From an optimization exercise on the open Yosys and OpenROAD flow, aimed at small area; shortcuts taken in it are not production practice. Only simulation tests tie the RTL to the original design; equivalence was not proved. In every run shown here, the design's own scripts or RTL, not TritonCTS, make the clock network. The clock port is modelled as an ideal driver, which makes a skipped or thinned clock tree look cheaper than it is; a real chip needs a root buffer or a tree. Power is estimated from default activity; no workload was simulated.

===== design.v =====
package bnn_spi_pkg;
  localparam logic [2:0] S_IDLE           = 3'd0;
  localparam logic [2:0] S_RX_CMD         = 3'd1;
  localparam logic [2:0] S_CMD_LATCH      = 3'd2;
  localparam logic [2:0] S_IMG_RX         = 3'd3;
  localparam logic [2:0] S_CMD_DISPATCH   = 3'd4;
  localparam logic [2:0] S_STATUS_READY   = 3'd5;
  localparam logic [2:0] S_WAIT_INFERENCE = 3'd6;
  localparam logic [2:0] S_CLEAR          = 3'd7;
endpackage
`timescale 1ns/1ps
module bnn_spi_top (
  input  logic       clk,
  input  logic       rst_n,
  input  logic       spi_sclk,
  input  logic       spi_mosi,
  input  logic       spi_cs_n,
  output logic [3:0] result_out,
  output logic       result_ready,
  output logic       status_ready,
  output logic       send_image,
  output logic [2:0] fsm_state
);
  function automatic logic [8:0] radd8(input logic [7:0] x, input logic [7:0] y);
    logic c;
    c = 1'b0;
    for (int i = 0; i < 8; i++) begin
      radd8[i] = x[i] ^ y[i] ^ c;
      c = (x[i] & y[i]) | (c & (x[i] ^ y[i]));
    end
    radd8[8] = c;
  endfunction
  logic       sclk_s1, sclk_s2, mosi_s1, mosi_s2, cs_s1, cs_s2;
  logic       sclk_prev;
  logic [2:0] bit_cnt;
  logic [7:0] shift_reg;
  logic       byte_rise;         
  always_ff @(posedge clk or negedge rst_n) begin
    if (!rst_n) begin
      sclk_s1 <= 1'b0;
      cs_s1   <= 1'b1;
      cs_s2   <= 1'b1;
    end else begin
      sclk_s1 <= spi_sclk;
      cs_s1   <= spi_cs_n;
      cs_s2   <= cs_s1;
    end
  end
  wire sclk_rise = sclk_s2 & ~sclk_prev;
  wire bit_in    = ~cs_s2 & sclk_rise;
  always_ff @(posedge clk) begin
    sclk_s2   <= sclk_s1;
    mosi_s1   <= spi_mosi;
    mosi_s2   <= mosi_s1;
    sclk_prev <= sclk_s2;
    byte_rise <= bit_in & (bit_cnt == 3'd7);
    if (cs_s2)       bit_cnt <= 3'd0;
    else if (bit_in) bit_cnt <= bit_cnt + 3'd1;
    if (bit_in) shift_reg <= {shift_reg[6:0], mosi_s2};
  end
  logic [2:0] state, next_state;
  logic       cs_prev;
  logic [9:0] cnt;               
  wire        cmd_status, cmd_image;
  logic [6:0] ptr;               
  wire cs_falling = ~cs_s2 & cs_prev;
  wire cs_rising  = cs_s2 & ~cs_prev;
  wire rx_active  = (state == bnn_spi_pkg::S_RX_CMD) || (state == bnn_spi_pkg::S_IMG_RX);
  wire in_wait    = (state == bnn_spi_pkg::S_WAIT_INFERENCE);
  wire in_clear   = (state == bnn_spi_pkg::S_CLEAR);
  wire timeout    = &cnt;
  wire buf_full   = (ptr == 7'd112);
  wire buf_empty  = (ptr == 7'd127);
  wire write      = (state == bnn_spi_pkg::S_IMG_RX) & byte_rise & ~buf_full;
  wire res_now    = in_wait & (cnt == 10'd116);
  wire       in_idle  = (state == bnn_spi_pkg::S_IDLE);
  wire [6:0] ptr_next = (in_clear | in_idle) ? 7'd127 : ptr + {6'd0, write};
  always_ff @(posedge clk or negedge rst_n) begin
    if (!rst_n) state <= bnn_spi_pkg::S_IDLE;
    else        state <= next_state;
  end
  always_ff @(posedge clk) begin
    ptr <= ptr_next;
  end
  always_ff @(posedge clk) begin
    cs_prev <= cs_s2;
    if (in_wait || (rx_active && !byte_rise)) cnt <= cnt + 10'd1;
    else if (state == bnn_spi_pkg::S_CMD_LATCH)
      cnt <= {8'd0, shift_reg == 8'hBF, shift_reg == 8'hFE};
    else cnt <= '0;
  end
  assign cmd_status = cnt[0];
  assign cmd_image  = cnt[1];
  always_comb begin
    next_state = state;
    case (state)
      bnn_spi_pkg::S_IDLE:           if (cs_falling) next_state = bnn_spi_pkg::S_RX_CMD;
      bnn_spi_pkg::S_RX_CMD: begin
        if (timeout) next_state = bnn_spi_pkg::S_IDLE;
        else if (byte_rise) next_state = bnn_spi_pkg::S_CMD_LATCH;
      end
      bnn_spi_pkg::S_CMD_LATCH:      next_state = bnn_spi_pkg::S_CMD_DISPATCH;
      bnn_spi_pkg::S_CMD_DISPATCH: begin
        if (cmd_image) next_state = bnn_spi_pkg::S_IMG_RX;
        else if (cmd_status) next_state = bnn_spi_pkg::S_STATUS_READY;
        else next_state = bnn_spi_pkg::S_IDLE;
      end
      bnn_spi_pkg::S_STATUS_READY:   next_state = bnn_spi_pkg::S_IDLE;
      bnn_spi_pkg::S_IMG_RX: begin
        if (buf_full) next_state = bnn_spi_pkg::S_WAIT_INFERENCE;
        else if (cs_rising || timeout) next_state = bnn_spi_pkg::S_CLEAR;
      end
      bnn_spi_pkg::S_WAIT_INFERENCE: if (result_ready) next_state = bnn_spi_pkg::S_CLEAR;
      default:                       if (buf_empty) next_state = bnn_spi_pkg::S_IDLE;
    endcase
  end
  always_ff @(posedge clk or negedge rst_n) begin
    if (!rst_n) begin
      status_ready <= 1'b0;
    end else begin
      if (state == bnn_spi_pkg::S_CMD_DISPATCH && !cmd_image && cmd_status) status_ready <= 1'b1;
      else if (cs_falling) status_ready <= 1'b0;
    end
  end
  assign send_image = state[1] & (state[0] | state[2]);
  assign fsm_state = state;
  logic [7:0] hold;              
  logic [3:0] cls;               
  logic [7:0] wgt;               
  logic [8:0] ring [10];
  logic       amax;              
  logic [3:0] best_class;
  wire        best_par;
  wire  [8:0] init_v;
  wire        par_v;
  localparam logic [59:0] CLS_TAB = {6'h07, 6'h03, 6'h01, 6'h04, 6'h03, 6'h06, 6'h01, 6'h05, 6'h0a, 6'h20};
  wire [5:0] cls_row = CLS_TAB[6*cls +: 6];
  wire [5:0] best_row = CLS_TAB[6*best_class +: 6];
  assign best_par = best_row[0];
  assign init_v = {4'd0, cls_row[5:1]};
  assign par_v  = cls_row[0];
  always_ff @(posedge clk) begin
    if (write) hold <= shift_reg;
  end
  always_ff @(posedge clk or negedge rst_n) begin
    if (!rst_n) cls <= 4'd0;
    else        cls <= (cls == 4'd9) ? 4'd0 : cls + 4'd1;
  end
  logic      lag;
  wire [6:0] a14     = ptr + 7'd14;
  wire       wrap    = (cls == 4'd9);
  wire [7:0] add_x   = wrap ? {&ptr_next, ptr_next} : wgt;
  wire [7:0] add_y   = wrap  ? {ptr_next, 1'b0} :
                       write ? {3'd0, cls + 4'd1, 1'b1} :
                       lag   ? {a14[5:0], 2'b10} :
                               {a14, 1'b1};
  wire [8:0] wgt_nx  = radd8(add_x, add_y);
  always_ff @(posedge clk) begin
    lag <= write & ~wrap;
  end
  always_ff @(posedge clk) begin
    wgt <= wgt_nx[7:0];
  end
  wire       cnt_lo   = ~|cnt[9:5];
  wire       cnt_win  = cnt_lo & ~cnt[4] & (|cnt[3:0]) & ~(cnt[3] & (cnt[2] | (cnt[1] & cnt[0])));
  wire       cnt_1x   = cnt_lo & cnt[4] & (cnt[3] | (cnt[2] & cnt[1]));
  wire       scoring  = ~buf_empty & cnt_win;
  wire [7:0] mask     = {{4{~buf_full & scoring}}, {4{scoring}}};
  wire [7:0] m        = hold & wgt & mask;
  wire       s0 = m[0] ^ m[1] ^ m[2], c0 = (m[0] & m[1]) | (m[2] & (m[0] ^ m[1]));
  wire       s1 = m[3] ^ m[4] ^ m[5], c1 = (m[3] & m[4]) | (m[5] & (m[3] ^ m[4]));
  wire       s2 = m[6] ^ m[7],        c2 = m[6] & m[7];
  wire       p0 = s0 ^ s1 ^ s2,       k1 = (s0 & s1) | (s2 & (s0 ^ s1));
  wire       t1 = c0 ^ c1 ^ c2,       k2 = (c0 & c1) | (c2 & (c0 ^ c1));
  wire       p1 = t1 ^ k1,            k3 = t1 & k1;
  wire       p2 = k2 ^ k3,            p3 = k2 & k3;
  wire [8:0] sum = radd8(ring[0][7:0], {4'd0, p3, p2, p1, p0});
  wire [8:0] acc = {ring[0][8] ^ sum[8], sum[7:0]};
  logic gt;
  always_comb begin
    gt = par_v & ~best_par;
    for (int i = 0; i < 9; i++)
      gt = (ring[0][i] & ~ring[9][i]) | (~(ring[0][i] ^ ring[9][i]) & gt);
  end
  wire       amax_start = in_wait & (cls == 4'd0) & cnt_1x;
  wire [8:0] tail = buf_empty       ? init_v :
                    (amax & ~gt)    ? ring[9] :
                    acc;
  always_ff @(posedge clk) begin
    for (int i = 0; i < 9; i++) ring[i] <= ring[i+1];
    ring[9] <= tail;
  end
  always_ff @(posedge clk) begin
    amax <= amax_start | (in_wait & amax & (cls != 4'd9));
    if (amax_start) best_class <= 4'd0;
    else if (amax & gt) best_class <= cls;
  end
  always_ff @(posedge clk or negedge rst_n) begin
    if (!rst_n) result_out <= '0;
    else if (res_now) result_out <= best_class;
  end
  assign result_ready = in_wait & (cnt == 10'd117);
endmodule

===== flow/lib_filter.py =====
#!/usr/bin/env python3
"""Copy a liberty file without the cells whose names match the given glob
patterns (the platform's don't-use list), so that a tool that reads the
file itself cannot pick them."""
import fnmatch
import sys

src, dst = sys.argv[1], sys.argv[2]
patterns = sys.argv[3:]
text = open(src).read()
out = []
i = 0
n = len(text)
dropped = 0
while True:
    j = text.find('cell (', i)
    k = text.find('cell(', i)
    if j < 0 or (0 <= k < j):
        j = k
    if j < 0:
        out.append(text[i:])
        break
    # name between the parentheses
    p0 = text.index('(', j)
    p1 = text.index(')', p0)
    name = text[p0 + 1:p1].strip().strip('"')
    b = text.index('{', p1)
    depth = 0
    e = b
    while True:
        c = text[e]
        if c == '{':
            depth += 1
        elif c == '}':
            depth -= 1
            if depth == 0:
                break
        e += 1
    if any(fnmatch.fnmatch(name, pat) for pat in patterns):
        out.append(text[i:j])
        dropped += 1
    else:
        out.append(text[i:e + 1])
    i = e + 1
open(dst, 'w').write(''.join(out))
print(f"lib_filter: dropped {dropped} cells")

===== flow/restructure.tcl =====
# Area recovery on the synthesised netlist: OpenROAD's restructure re-maps
# the combinational logic between registers with ABC for area. Registers,
# ports and the floorplan made by ORFS are left as they are. restructure
# reads the liberty file itself, so it gets a copy without the platform's
# don't-use cells.
set rmp_dir $::env(RESULTS_DIR)/rmp
file mkdir $rmp_dir
set flow_dir [file dirname [info script]]
set lib_ok $rmp_dir/lib_no_dont_use.lib
set patterns [concat $::env(DONT_USE_CELLS) {sky130_fd_sc_hd__lpflow_* sky130_fd_sc_hd__probe*}]
puts [exec python3 $flow_dir/lib_filter.py [lindex $::env(LIB_FILES) 0] $lib_ok {*}$patterns]
puts "restructure: design area before"
report_design_area
restructure -target area \
  -liberty_file $lib_ok \
  -tielo_port sky130_fd_sc_hd__conb_1/LO \
  -tiehi_port sky130_fd_sc_hd__conb_1/HI \
  -work_dir $rmp_dir
puts "restructure: design area after"
report_design_area

===== flow/run.sh =====
#!/bin/bash
# Standard layout, except:
#  - after the floorplan, the combinational logic is re-mapped for area by
#    OpenROAD's restructure (flow/restructure.tcl);
#  - the clock tree is a root buffer and a few clustered leaf buffers built
#    by flow/cts_manual.tcl in place of TritonCTS's H-tree;
#  - ports are buffered with buf_1.
# Each tool's output goes to the ORFS logs under orfs/logs, and make's own
# output to standard.log.
set -euo pipefail
here=$(pwd)
export POST_FLOORPLAN_TCL=$here/flow/restructure.tcl
export PRE_CTS_TCL=$here/flow/cts_manual.tcl
export CTS_NLEAF=6
export CTS_LEAF_CELL=sky130_fd_sc_hd__inv_12
export CTS_ROOT_CELL=sky130_fd_sc_hd__inv_8
export BUFFER_PORTS_ARGS="-buffer_cell sky130_fd_sc_hd__buf_1"
bash standard.sh > standard.log 2>&1

===== constraint.sdc =====
create_clock -name core_clock -period 20.0 [get_ports {clk}]
set_input_delay 4.0000 -clock core_clock [delete_from_list [all_inputs] [get_ports {clk}]]
set_output_delay 4.0000 -clock core_clock [all_outputs]
set_load 0.01 [all_outputs]

===== config.mk =====
export PLATFORM = sky130hd
export DESIGN_NAME = bnn_spi_top
export DESIGN_NICKNAME = bnn_spi_top
export VERILOG_FILES = /design/flow/design.v
export SDC_FILE = /design/flow/constraint.sdc
export NUM_CORES = 4
export LEC_CHECK = 0
export CAP_MARGIN = 20
export CORE_MARGIN = 2
export CORE_UTILIZATION = 40
export SLEW_MARGIN = 20

===== standard.sh =====
#!/bin/bash
# synth_recipe.tcl (not shown) runs the flow's synth.tcl, then flattens the netlist and writes it again
# the make line also repeats each setting of config.mk as NAME=value (left out here)
make -C /OpenROAD-flow-scripts/flow DESIGN_CONFIG=/design/flow/config.mk WORK_HOME=/design/flow/orfs CLKGATE_MAP_FILE= SYNTH_SCRIPT=/design/flow/synth_recipe.tcl "${@:-finish}"

===== flow/cts_manual.tcl =====
# Clock tree built here in place of TritonCTS's H-tree: the clock port
# drives one root buffer (or inverter), which drives NLEAF leaf buffers (or
# inverters), each driving one
# cluster of register clock pins (k-means on pin location with a cap on the
# cluster size). ORFS's cts.tcl sources this hook and then calls
# clock_tree_synthesis, redefined below to only propagate the clock; the
# rest of cts.tcl (placement legalisation, timing repair) runs as usual.
set nleaf [expr {[info exists ::env(CTS_NLEAF)] ? $::env(CTS_NLEAF) : 6}]
set leaf_cell [expr {[info exists ::env(CTS_LEAF_CELL)] ? $::env(CTS_LEAF_CELL) : "sky130_fd_sc_hd__clkbuf_16"}]
set root_cell [expr {[info exists ::env(CTS_ROOT_CELL)] ? $::env(CTS_ROOT_CELL) : "sky130_fd_sc_hd__clkbuf_16"}]
set block [ord::get_db_block]
set clk_net [$block findNet clk]
set sinks {}
foreach it [$clk_net getITerms] {
  set bb [[$it getInst] getBBox]
  lappend sinks [list $it [expr {([$bb xMin] + [$bb xMax]) / 2.0}] [expr {([$bb yMin] + [$bb yMax]) / 2.0}]]
}
set n [llength $sinks]
set cap [expr {int(ceil(double($n) / $nleaf))}]
puts "manual cts: $n sinks, $nleaf leaf buffers of at most $cap sinks"
set sorted [lsort -real -index 1 $sinks]
set cx {}; set cy {}
for {set k 0} {$k < $nleaf} {incr k} {
  set s [lindex $sorted [expr {int(($k + 0.5) * $n / $nleaf)}]]
  lappend cx [lindex $s 1]; lappend cy [lindex $s 2]
}
for {set iter 0} {$iter < 40} {incr iter} {
  # order sinks by how much they lose if not given their nearest centre
  set order {}
  set idx 0
  foreach s $sinks {
    set ds {}
    for {set k 0} {$k < $nleaf} {incr k} {
      lappend ds [list $k [expr {abs([lindex $s 1] - [lindex $cx $k]) + abs([lindex $s 2] - [lindex $cy $k])}]]
    }
    set ds [lsort -real -index 1 $ds]
    set regret [expr {[lindex $ds 1 1] - [lindex $ds 0 1]}]
    lappend order [list $idx $regret $ds]
    incr idx
  }
  set order [lsort -real -decreasing -index 1 $order]
  for {set k 0} {$k < $nleaf} {incr k} { set cnt($k) 0; set sx($k) 0.0; set sy($k) 0.0 }
  foreach o $order {
    set i [lindex $o 0]
    foreach kd [lindex $o 2] {
      set k [lindex $kd 0]
      if {$cnt($k) < $cap} { break }
    }
    set asg($i) $k
    incr cnt($k)
    set s [lindex $sinks $i]
    set sx($k) [expr {$sx($k) + [lindex $s 1]}]
    set sy($k) [expr {$sy($k) + [lindex $s 2]}]
  }
  set cx {}; set cy {}
  for {set k 0} {$k < $nleaf} {incr k} {
    lappend cx [expr {$sx($k) / max($cnt($k), 1)}]
    lappend cy [expr {$sy($k) / max($cnt($k), 1)}]
  }
}
set db [ord::get_db]
# Buffers drive X, inverters Y; with inverters both levels invert, so the
# registers still see the clock's own polarity.
proc out_iterm {inst} {
  set it [$inst findITerm X]
  if {$it eq "NULL" || $it eq ""} { set it [$inst findITerm Y] }
  return $it
}
if {$root_cell eq "none"} {
  set root_net $clk_net
} else {
  set root [odb::dbInst_create $block [$db findMaster $root_cell] "clkbuf_manual_root"]
  set rx 0.0; set ry 0.0
  for {set k 0} {$k < $nleaf} {incr k} { set rx [expr {$rx + [lindex $cx $k]}]; set ry [expr {$ry + [lindex $cy $k]}] }
  $root setLocation [expr {int($rx / $nleaf)}] [expr {int($ry / $nleaf)}]
  $root setPlacementStatus PLACED
  set root_net [odb::dbNet_create $block "clknet_manual_root"]
  $root_net setSigType CLOCK
  [$root findITerm A] connect $clk_net
  [out_iterm $root] connect $root_net
}
for {set k 0} {$k < $nleaf} {incr k} {
  set inst [odb::dbInst_create $block [$db findMaster $leaf_cell] "clkbuf_manual_$k"]
  $inst setLocation [expr {int([lindex $cx $k])}] [expr {int([lindex $cy $k])}]
  $inst setPlacementStatus PLACED
  set net [odb::dbNet_create $block "clknet_manual_$k"]
  $net setSigType CLOCK
  [$inst findITerm A] connect $root_net
  [out_iterm $inst] connect $net
  set leafnet($k) $net
  puts "manual cts: leaf $k at [lindex $cx $k] [lindex $cy $k], $cnt($k) sinks"
}
set i 0
foreach s $sinks {
  set it [lindex $s 0]
  $it disconnect
  $it connect $leafnet($asg($i))
  incr i
}
$clk_net setSigType CLOCK
# cts.tcl would next clone clock inverters next to each register load, which
# would undo an inverter tree; the tree above needs no such repair.
proc repair_clock_inverters {args} {
  puts "manual cts: repair_clock_inverters $args skipped"
}
proc clock_tree_synthesis {args} {
  puts "manual cts: clock_tree_synthesis $args replaced by the tree above"
  set_propagated_clock [all_clocks]
}

==> impl_metrics.yaml, run 1 <==
outcome:
  outcome: "complete, no violations"
critical_path:
  cp.depth: 6
  critPathLaunchType: "flop"
  critical_path_arrival_ns: 2.29
  worst-setup-path-type: "flop to output pin"
  cp_slowest_cell: "dfrtp_1"
  worstPathRequired_ns: 16.00
  path_max_fanout: 7
  critical_path_buf_inv_count: 3
  path_delay_family: "simple AND/OR/NAND/NOR gates"
  reg2reg_depth: 25
  r2r_slack_ns: 14.61
  cpMostUsedCell: "clkinv_1"
  slowest_delay_ns: 0.49
  cp-end-kind: "output pin"
  crit_path_cell_trace: "clkinv_1 > nor2_1 > clkinv_1 > or3_1 > nor4_1 > buf_1"
drt:
  drt-wirelength-per-cell_microns: 13.4
  routed-via-count: 3712
  via_per_inst: 5.03
  drt_iter0_drc: 210
  dr.pass1.iters: 4
  drc: 0
  wirelength_microns: 9880
  top_layer: "met4"
  wl_met2_microns: 4510
  ant_nets: 0
  route.met3.wl_microns: 321
  m1WireLength_microns: 4860
synth:
  syn_area_per_cell_sq_um: 11.4
  yosysTopAreaCell: "dfxtp_1"
  ys_async_sr_fraction_pct: 9.32
  seq_area_frac_synth_pct: 59.2
  yosys.cell_types.count: 52
  synthTopCellsByArea: "dfxtp_1 (42%), edfxtp_1 (11%), ha_1 (6.7%), dfrtp_1 (5.5%), fa_1 (4.4%)"
  synth_ff_type: "dfxtp_1"
  syn-num-nets: 571
  synth_edf_count: 21
  synth-seq-cells: 161
  synth_area_sq_mm: 0.00593
  synth_top_area_share_pct: 42.2
  netlist_instances: 521
  yosysWarnings: 2
clock_network:
  post_cts_buffers: 0
  cts_resized: 0
  insertion_delay_ns: 0.23
  path_clk_slew_ns: 0.10
  holdBufCountCts: 0
placed_design:
  gp_congestion: 0.932
  dp_slack_ns: 14.00
  post-dp-hpwl_microns: 7280
  port_buffers: 14
finish:
  fin_nets: 561
  synthToLayoutAreaGrowth_pct: -1.16
  fillers: 1437
  regMostFlops: "ring"
  fin_util_pct: 40.3
  drive_above_1_share_pct: 1.99
  reg_top3: "ring x90, cnt x10"
  antenna_cells: 0
  largest_register_ffs: 90
sta:
  setup_viol: 0
  whs_ns: 0.326
  grt_setup_unrepaired: "false"
  period_share_pct: 31.5
  hold_viol_final: 0
  timing.final.ws_setup_ns: 13.71
  setup_tns_ns: 0
  slew_headroom_pct: 33.9
  clock.fmax_mhz: 159
  fin_crit_ns: 6.29
  worst_slew_pin_slew_ns: 0.984
  maxSlewViolCount: 0
  final.setup_skew_ns: 0.00723
power:
  power_density_mw_per_mm2: 89.3
  total_power_uw: 523
  p_sw_uw: 155
  power.share.switching_pct: 29.6
  power_frac_seq_pct: 65.7
  clockPowerShare_pct: 23.9
  cellLeakagePower_uw: 0.00209
  internal_power_uw: 368
  p_comb_share_pct: 10.4
  peakVddDrop_mv: 0.0710
global_route:
  grt_pass1_wl_microns: 17000
  gr-usage-all-layers_pct: 12.6
  grt_overflow: 0
  grt_pass1_vias: 3631
  grt_max_degree: 28
  antenna_found_initial: 0
floorplanning:
  std_cell_rows: 44
  dieArea_sq_mm: 0.0158
  io-pin-count: 15
  fp.coreArea_sq_mm: 0.0145
  die_x_microns: 126
  die_h_microns: 126
  start_util_pct: 40.8
min_path:
  min_path_cells: 0
  hp-class: "flop to flop"
job:
  drv_cap: 0
[synth_stat cells (all sizes together), types with 5 or more instances]
cell,n
nand4,5
o21ai,19
inv,35
nand2,45
a211oi,6
a21oi,18
a21o,5
nor2b,6
or3,8
dfxtp,125
nor3,13
clkbuf,13
nor2,33
fa,13
xor2,10
edfxtp,21
ha,32
nand3,23
and3,9
mux2,6
dfrtp,13
xnor2,7
mux2i,6
[cells by family (layout without fill, tap and decap cells)]
logic type,Yosys count,in the layout,synth area share [%]
simple gates,164,148,13.8
flops,161,161,59.2
compound gates,72,147,7.85
buf+inv,50,93,3.40
fa+ha+maj,45,0,11.1
xor+xnor,17,5,2.51
mux,12,0,2.15
[stage by stage]
stage                     instances  cell area (sq um)
after CTS                       738               5860
after detailed placement        731               5760
after floorplan                 521               5930
final                           738               5860
after global routing            738               5860
after global placement          731               5760
[metal layers]
layer  global-route usage (%)  up-vias
li1                         -     1930
met1                     17.9     1708
met2                     21.3       58
met3                     1.10       16
met4                     2.26        0
met5                        0        -
[path summary, 6_finish.rpt]
kind                                  from             to
worst max-delay path              state[1]   result_ready
worst min-delay path            ring[1][7]     ring[0][7]
worst max register to register      ptr[1]         wgt[7]
worst min register to register  ring[1][7]     ring[0][7]
max in group asynchronous            rst_n  result_out[1]
min in group asynchronous            rst_n       state[0]
[power groups by stage]
stage | combinational [uW] | sequential, uW | clock, uW
floorplan | 45.5 | 348 | 0
finish | 54.5 | 344 | 125
detailed placement | 53.9 | 351 | 0
CTS | 54.2 | 344 | 131
global route | 61.1 | 345 | 143
global placement | 52.0 | 350 | 0
[cell usage in the layout, fill, tap and decap left out, types with 4 or more instances in the layout]
cell / instances
or2_0: 4
o22ai_1: 20
clkinv_1: 70
dfrtp_1: 13
o2bb2ai_1: 7
nor3_1: 17
o21ai_0: 33
nand2_1: 35
edfxtp_1: 21
a21oi_1: 27
inv_12: 6
a211oi_1: 12
o21a_1: 5
a22oi_1: 5
nand3b_1: 5
nor4_1: 4
o32ai_1: 8
nor2_1: 63
buf_1: 14
nand3_1: 7
dfxtp_1: 125
o22a_1: 7
[layout make-up]
class | instances | area (sq um) | area share (%)
inverters | 77 | 372 | 6.34
multi-input cells | 300 | 1680 | 28.7
flip-flops and latches | 161 | 3510 | 59.9
well taps | 184 | 230 | 3.93
repair buffers | 16 | 67.6 | 1.15
==> run 2, diff against run 1 <==
==> flow/run.sh (replaced) <==
#!/bin/bash
# Standard layout (the standard.sh, so ORFS's synthesis, floorplan, power
# grid, placement, routing and finishing are unchanged), except:
#  - after the floorplan, the combinational logic is re-mapped for area by
#    OpenROAD's restructure (flow/restructure.tcl);
#  - the clock tree is built by flow/cts_manual.tcl in place of TritonCTS's
#    H-tree: the clock port drives one root inverter, which drives CTS_NLEAF
#    leaf inverters, each driving one cluster of register clock pins, so
#    every register sees the clock through the same two inversions;
#  - ports are buffered with buf_1.
# Each tool's output goes to its own log under orfs/logs, and make's output
# to standard.log.
set -euo pipefail
here=$(pwd)
export POST_FLOORPLAN_TCL=$here/flow/restructure.tcl
export PRE_CTS_TCL=$here/flow/cts_manual.tcl
export CTS_NLEAF=7
export CTS_LEAF_CELL=sky130_fd_sc_hd__inv_8
export CTS_ROOT_CELL=sky130_fd_sc_hd__inv_8
export BUFFER_PORTS_ARGS="-buffer_cell sky130_fd_sc_hd__buf_1"
bash standard.sh > standard.log 2>&1
--- a/flow/cts_manual.tcl
+++ b/flow/cts_manual.tcl
@@ -1,10 +1,12 @@
 # Clock tree built here in place of TritonCTS's H-tree: the clock port
-# drives one root buffer (or inverter), which drives NLEAF leaf buffers (or
-# inverters), each driving one
-# cluster of register clock pins (k-means on pin location with a cap on the
-# cluster size). ORFS's cts.tcl sources this hook and then calls
-# clock_tree_synthesis, redefined below to only propagate the clock; the
-# rest of cts.tcl (placement legalisation, timing repair) runs as usual.
+# drives one root buffer or inverter, which drives NLEAF leaf buffers or
+# inverters (of one kind, so each register sees the clock through the same
+# cells), each driving one cluster of register clock pins (k-means on pin
+# location with a cap on the cluster size). ORFS's cts.tcl sources this hook
+# and then calls repair_clock_inverters and clock_tree_synthesis, redefined
+# below: the first would split the leaf inverters per register, the second
+# only propagates the clock now. The rest of cts.tcl (placement
+# legalisation, timing repair) runs as usual.
 set nleaf [expr {[info exists ::env(CTS_NLEAF)] ? $::env(CTS_NLEAF) : 6}]
 set leaf_cell [expr {[info exists ::env(CTS_LEAF_CELL)] ? $::env(CTS_LEAF_CELL) : "sky130_fd_sc_hd__clkbuf_16"}]
 set root_cell [expr {[info exists ::env(CTS_ROOT_CELL)] ? $::env(CTS_ROOT_CELL) : "sky130_fd_sc_hd__clkbuf_16"}]
--- a/config.mk
+++ b/config.mk
@@ -7,5 +7,5 @@
 export LEC_CHECK = 0
 export CAP_MARGIN = 20
 export CORE_MARGIN = 2
-export CORE_UTILIZATION = 40
+export CORE_UTILIZATION = 60
 export SLEW_MARGIN = 20
==> run 2 against run 1 <==
Synthesized cell count did not move; global-route usage increased by 6.3 points; final area shrank 1.5%; core utilization rose by 19 points; setup slack gained 0.10 ns; combinational power fell by 2%; via count grew 1.9%; worst hold slack improved by 0.0020 ns; critical path type unchanged.
==> impl_metrics.yaml, run 2 <==
outcome:
  outcome: "complete, no violations"
drt:
  routed-via-count: 3784
  ant_nets: 0
  drt_iter0_drc: 193
  drc: 0
  wirelength_microns: 9910
  drt-wirelength-per-cell_microns: 14.4
  via_per_inst: 5.50
  dr.pass1.iters: 4
power:
  peakVddDrop_mv: 0.0673
  cellLeakagePower_uw: 0.00209
  total_power_uw: 513
  power_density_mw_per_mm2: 88.8
critical_path:
  worstPathRequired_ns: 16.00
  critical_path_arrival_ns: 2.19
  slowest_delay_ns: 0.48
  worst-setup-path-type: "flop to output pin"
  cp-end-kind: "output pin"
  path_max_fanout: 7
  cp_slowest_cell: "dfrtp_1"
  cpMostUsedCell: "clkinv_1"
  crit_path_cell_trace: "clkinv_1 > nor2_1 > clkinv_1 > or3_1 > nor4_1 > buf_1"
  critPathLaunchType: "flop"
finish:
  antenna_cells: 0
  final_cell_area_sq_mm: 0.00578
  layout_common_cells: "dfxtp_1 (125), clkinv_1 (70), nor2_1 (63), nand2_1 (35), o21ai_0 (33)"
  largest_register_ffs: 90
  final_common_cell: "dfxtp_1"
  final_cells: 688
  fillers: 857
  reg_top3: "ring x90, cnt x10"
  synthToLayoutAreaGrowth_pct: -2.59
  regMostFlops: "ring"
  fin_nets: 562
  drive_above_1_share_pct: 2.16
global_route:
  grt_max_degree: 24
  met1_usage_pct: 27.4
  grt_busiest_layer: "met2"
  grt_overflow: 0
  antenna_found_initial: 0
  grt_pass1_vias: 3533
  grt_pass1_wl_microns: 16300
  gr-usage-all-layers_pct: 18.9
  use_met3_pct: 2.02
  grt_use_met2_pct: 31.4
synth:
  synth-seq-cells: 161
  syn-num-nets: 571
  ys_async_sr_fraction_pct: 9.32
  seq_area_frac_synth_pct: 59.2
  synth_top_family_by_area: "simple AND/OR/NAND/NOR gates"
  yosysTopAreaCell: "dfxtp_1"
  yosys.area_share.simple_pct: 13.8
  synth_area_sq_mm: 0.00593
  netlist_instances: 521
  yosysWarnings: 2
  synth_commonest_cells: "dfxtp_1 (125), nand2_1 (44), inv_1 (34)"
  synth_compound_gate_area_share_pct: 7.84
  yosys.cell_types.count: 52
  synthTopCellsByArea: "dfxtp_1 (42%), edfxtp_1 (11%), ha_1 (6.7%), dfrtp_1 (5.5%), fa_1 (4.4%)"
  synth-xor-area-share_pct: 2.51
  synth_edf_count: 21
  synth_top_area_share_pct: 42.2
  synth_ff_type: "dfxtp_1"
  yosysMostFrequentCell: "dfxtp_1"
  synth_mux_area_share_pct: 2.15
  syn_area_per_cell_sq_um: 11.4
  synth_adder_area_share_pct: 11.1
sta:
  setup_viol: 0
  final.setup_skew_ns: 0.0198
  grt_setup_unrepaired: "false"
  clock.fmax_mhz: 161
  worst_slew_pin_slew_ns: 1.01
  period_share_pct: 31.0
  slew_headroom_pct: 32.2
  maxSlewViolCount: 0
  fin_crit_ns: 6.19
  setup_tns_ns: 0
  timing.final.ws_setup_ns: 13.81
  hold_viol_final: 0
placed_design:
  dp_cells: 679
  port_buffers: 14
  dp_slack_ns: 14.10
  gp_congestion: 0.895
  post-dp-hpwl_microns: 7300
  placed_cell_area_sq_mm: 0.00568
floorplanning:
  die_h_microns: 103
  fp.coreArea_sq_mm: 0.00968
  std_cell_rows: 36
  start_util_pct: 61.3
  dieArea_sq_mm: 0.0107
  io-pin-count: 15
  die_x_microns: 103
clock_network:
  cts_resized: 0
  insertion_delay_ns: 0.22
  holdBufCountCts: 0
  path_clk_slew_ns: 0.11
  post_cts_buffers: 0
min_path:
  hp-class: "flop to flop"
job:
  drv_cap: 0
==> run 2: cell counts after synthesis <==
No cell type changed its count.
==> run 2: cells by family (layout without fill, tap and decap cells) <==
| logic type | count (synthesis) | count (layout) |
|---|---|---|
| and+or+nand+nor | 164 | 148 |
| DFF | 161 | 161 |
| AOI/OAI and AO/OA | 72 | 147 |
| buffers and inverters | 50 | 94 |
| adders and majority gates | 45 | 0 |
| xor gates and xnor gates | 17 | 5 |
| muxes | 12 | 0 |
==> run 2: power breakdown <==
part,internal [uW],switching (uW)
Combinational,16.5,37.0
Sequential,334,9.17
Clock,14.6,101
Total,366,147
==> run 2: final cells by class <==
| cell class | instances | area [sq um] | share of cell area (%) |
|---|---|---|---|
| multi-input cells | 300 | 1680 | 29.1 |
| inverters | 78 | 353 | 6.11 |
| repair buffers | 16 | 65.1 | 1.13 |
| flip-flops and latches | 161 | 3510 | 60.7 |
| well taps | 133 | 166 | 2.88 |
==> run 2: worst paths after layout <==
path | endpoint | startpoint | slack, ns | cells after the start
worst min-delay path | ring[5][8] | ring[6][8] | 0.33 | 0
max in group asynchronous | state[1] | rst_n | 15.57 | 1
min in group asynchronous | cls[3] | rst_n | 3.87 | 1
worst max register to register | wgt[7] | ptr[1] | 14.74 | 23
worst max-delay path | result_ready | state[1] | 13.81 | 6
worst min register to register | ring[5][8] | ring[6][8] | 0.33 | 0
==> run 2: critical path, delay by kind of cell (launching register included) <==
kind	cells	cell delay (ns)
simple gates	3	0.95
buf+inv	3	0.55
flops	1	0.48
==> run 2: per-stage QoR <==
stage,utilization (%),hold slack (ns)
after floorplan,-,0.310
after global placement,58.7,0.310
after detailed placement,58.7,0.312
after CTS,59.6,0.328
after global routing,59.7,0.336
final,59.7,0.328
==> run 2: layer usage <==
layer | share of wire, % | up-vias
li1 | - | 1929
met1 | 50 | 1763
met2 | 44 | 81
met3 | 4.3 | 11
met4 | 1.3 | 0
met5 | 0 | -
==> run 3, diff against run 2 <==
--- a/config.mk
+++ b/config.mk
@@ -7,5 +7,5 @@
 export LEC_CHECK = 0
 export CAP_MARGIN = 20
 export CORE_MARGIN = 2
-export CORE_UTILIZATION = 60
+export CORE_UTILIZATION = 40
 export SLEW_MARGIN = 20
==> run 3 against run 2 <==
Clock skew down 0.0052 ns; fmax is 1.6% lower; combinational power up 1%; synthesized cell count is the same; wire length is essentially flat; clock power barely moved; final cell count up 7.4%; worst hold slack got worse by 0.0083 ns; setup slack got worse by 0.10 ns; largest cell class unchanged.
==> impl_metrics.yaml, run 3 <==
drt:
  drt-wirelength-per-cell_microns: 13.4
  routed-via-count: 3742
  drc: 0
  drt_iter0_drc: 192
  via_per_inst: 5.06
  wirelength_microns: 9920
  dr.pass1.iters: 4
  ant_nets: 0
synth:
  syn_area_per_cell_sq_um: 11.4
  seq_area_frac_synth_pct: 59.2
  yosysWarnings: 2
  synth_edf_count: 21
  synth_commonest_cells: "dfxtp_1 (125), nand2_1 (44), inv_1 (34)"
  ys_async_sr_fraction_pct: 9.32
  syn-num-nets: 571
  synthTopCellsByArea: "dfxtp_1 (42%), edfxtp_1 (11%), ha_1 (6.7%), dfrtp_1 (5.5%), fa_1 (4.4%)"
  yosysMostFrequentCell: "dfxtp_1"
  synth_top_area_share_pct: 42.2
  netlist_instances: 521
  yosys.cell_types.count: 52
  synth_ff_type: "dfxtp_1"
  yosysTopAreaCell: "dfxtp_1"
  synth_area_sq_mm: 0.00593
  synth-seq-cells: 161
job:
  drv_cap: 0
min_path:
  hp-class: "flop to flop"
  min_path_cells: 0
  hp-start: "ring[4][5]"
  holdPathEnd: "ring[3][5]"
sta:
  worst_slew_pin_slew_ns: 0.992
  whs_ns: 0.320
  grt_setup_unrepaired: "false"
  hold_viol_final: 0
  maxSlewViolCount: 0
  final.setup_skew_ns: 0.0146
  fin_crit_ns: 6.29
  clock.fmax_mhz: 159
  setup_viol: 0
  setup_tns_ns: 0
  slew_headroom_pct: 33.3
  period_share_pct: 31.5
global_route:
  grt_max_degree: 24
  antenna_found_initial: 0
  grt_pass1_vias: 3655
  grt_pass1_wl_microns: 17100
  gr-usage-all-layers_pct: 12.6
  grt_overflow: 0
finish:
  synthToLayoutAreaGrowth_pct: -1.48
  layout_common_cells: "dfxtp_1 (125), clkinv_1 (70), nor2_1 (63), nand2_1 (35), o21ai_0 (33)"
  reg_top3: "ring x90, cnt x10"
  largest_register_ffs: 90
  fin_nets: 562
  antenna_cells: 0
  regMostFlops: "ring"
  final_cell_area_sq_mm: 0.00585
  final_common_cell: "dfxtp_1"
  drive_above_1_share_pct: 2.16
critical_path:
  timing.rr.start: "ptr[1]"
  cp-end-kind: "output pin"
  worstPathRequired_ns: 16.00
  r2r-end: "wgt[7]"
  critical_path_arrival_ns: 2.29
  r2r_slack_ns: 14.60
  critPathLaunchType: "flop"
  reg2reg_depth: 25
  path_max_fanout: 7
  worst-setup-path-type: "flop to output pin"
placed_design:
  placed_cell_area_sq_mm: 0.00576
  gp_congestion: 0.932
  port_buffers: 14
  post-dp-hpwl_microns: 7280
power:
  cellLeakagePower_uw: 0.00209
  internal_power_uw: 366
  power_density_mw_per_mm2: 88.0
  peakVddDrop_mv: 0.0553
  p_comb_share_pct: 10.6
  p_sw_uw: 149
  power_frac_seq_pct: 66.8
  power.share.switching_pct: 29.0
  clockPowerShare_pct: 22.6
floorplanning:
  dieArea_sq_mm: 0.0158
  std_cell_rows: 44
  start_util_pct: 40.8
  die_x_microns: 126
  die_h_microns: 126
  io-pin-count: 15
  fp.coreArea_sq_mm: 0.0145
clock_network:
  holdBufCountCts: 0
  insertion_delay_ns: 0.21
  path_clk_slew_ns: 0.11
  cts_resized: 0
  post_cts_buffers: 0
outcome:
  outcome: "complete, no violations"
## run 3: kinds of logic (layout without fill, tap and decap cells)
kind of cell,after synthesis,after routing,share of synthesized area [%]
simple gates,164,148,13.8
flops,161,161,59.2
compound gates,72,147,7.85
buf+inv,50,94,3.40
fa+ha+maj,45,0,11.1
xor+xnor,17,5,2.51
mux,12,0,2.15
## run 3: power by group through the flow
stage	Combinational, uW	Sequential (uW)	Clock [uW]
after floorplan	45.5	348	0
after global placement	52.0	350	0
after detailed placement	53.9	351	0
after CTS	54.2	344	124
after global routing	61.2	345	134
final	54.4	344	116
## run 3: how the worst max path moves through the flow
| stage | start | endpoint | slack, ns | cells past startpoint |
|---|---|---|---|---|
| 6_report | state[1] | result_ready | 13.71 | 6 |
| 3_5_place_dp | state[1] | result_ready | 14.00 | 6 |
| 5_1_grt | state[1] | result_ready | 13.57 | 6 |
| 3_3_place_gp | state[1] | result_ready | 14.17 | 6 |
| 2_1_floorplan | state[1] | result_ready | 14.56 | 4 |
| 4_1_cts | state[1] | result_ready | 13.72 | 6 |
## run 3: metrics by stage
stage          std cells  total power [uW]  setup slack (ns)  util (%)
3_5_place_dp         731               405             14.00      39.6
5_1_grt              739               540             13.57      40.2
6_report             739               515             13.71      40.2
2_1_floorplan        521               393             14.56         -
3_3_place_gp         731               402             14.17      39.6
4_1_cts              739               521             13.72      40.2
## run 3: layout make-up
type | instances | area (sq um)
flip-flops and latches | 161 | 3510
well taps | 184 | 230
inverters | 78 | 353
repair buffers | 16 | 67.6
fillers | 1442 | 8690
multi-input cells | 300 | 1680
## run 3: metal layers
metal	share of wire (%)	up-vias	GRT usage, %
met5	0	-	0
met4	1.7	0	2.07
met1	49	1750	17.6
li1	-	1933	-
met3	2.7	14	1.19
met2	46	45	21.7
## run 3: critical path: stages (launching register included)
cell and delay, ns:
dfrtp_1 0.50, clkinv_1 0.21, nor2_1 0.29, clkinv_1 0.16, or3_1 0.42, nor4_1 0.31
buf_1 0.19

re-timing with driven ports:
Ports are ideal in the flow. The routed layouts listed here were re-timed in OpenROAD. Step 1, drivers: a clkbuf_16 drives clk and a buf_2 each remaining input, both assumed. Step 2, shift: input delay + t, output delay - t, t = (earliest + latest rising clock arrival at the registers) / 2. This alone moves slack from input paths to output paths. Slacks: ideal / step 1 / step 2; pairs: ideal / step 1.
| run | t, ns | slack for setup (ns) | hold slack, ns | worst setup path after step 2 | worst data-port slew with drivers (ns) |
|---|---|---|---|---|---|
| run 1 | 0.275 | 13.706 / 13.655 / 13.929 | 0.326 / 0.326 / 0.326 | register to output | 0.03 |
| run 2 | 0.252 | 13.808 / 13.760 / 14.012 | 0.328 / 0.328 / 0.328 | register to output | 0.03 |
| run 3 | 0.257 | 13.707 / 13.657 / 13.913 | 0.320 / 0.320 / 0.320 | register to output | 0.03 |
After both steps setup and hold are still met in every run listed.
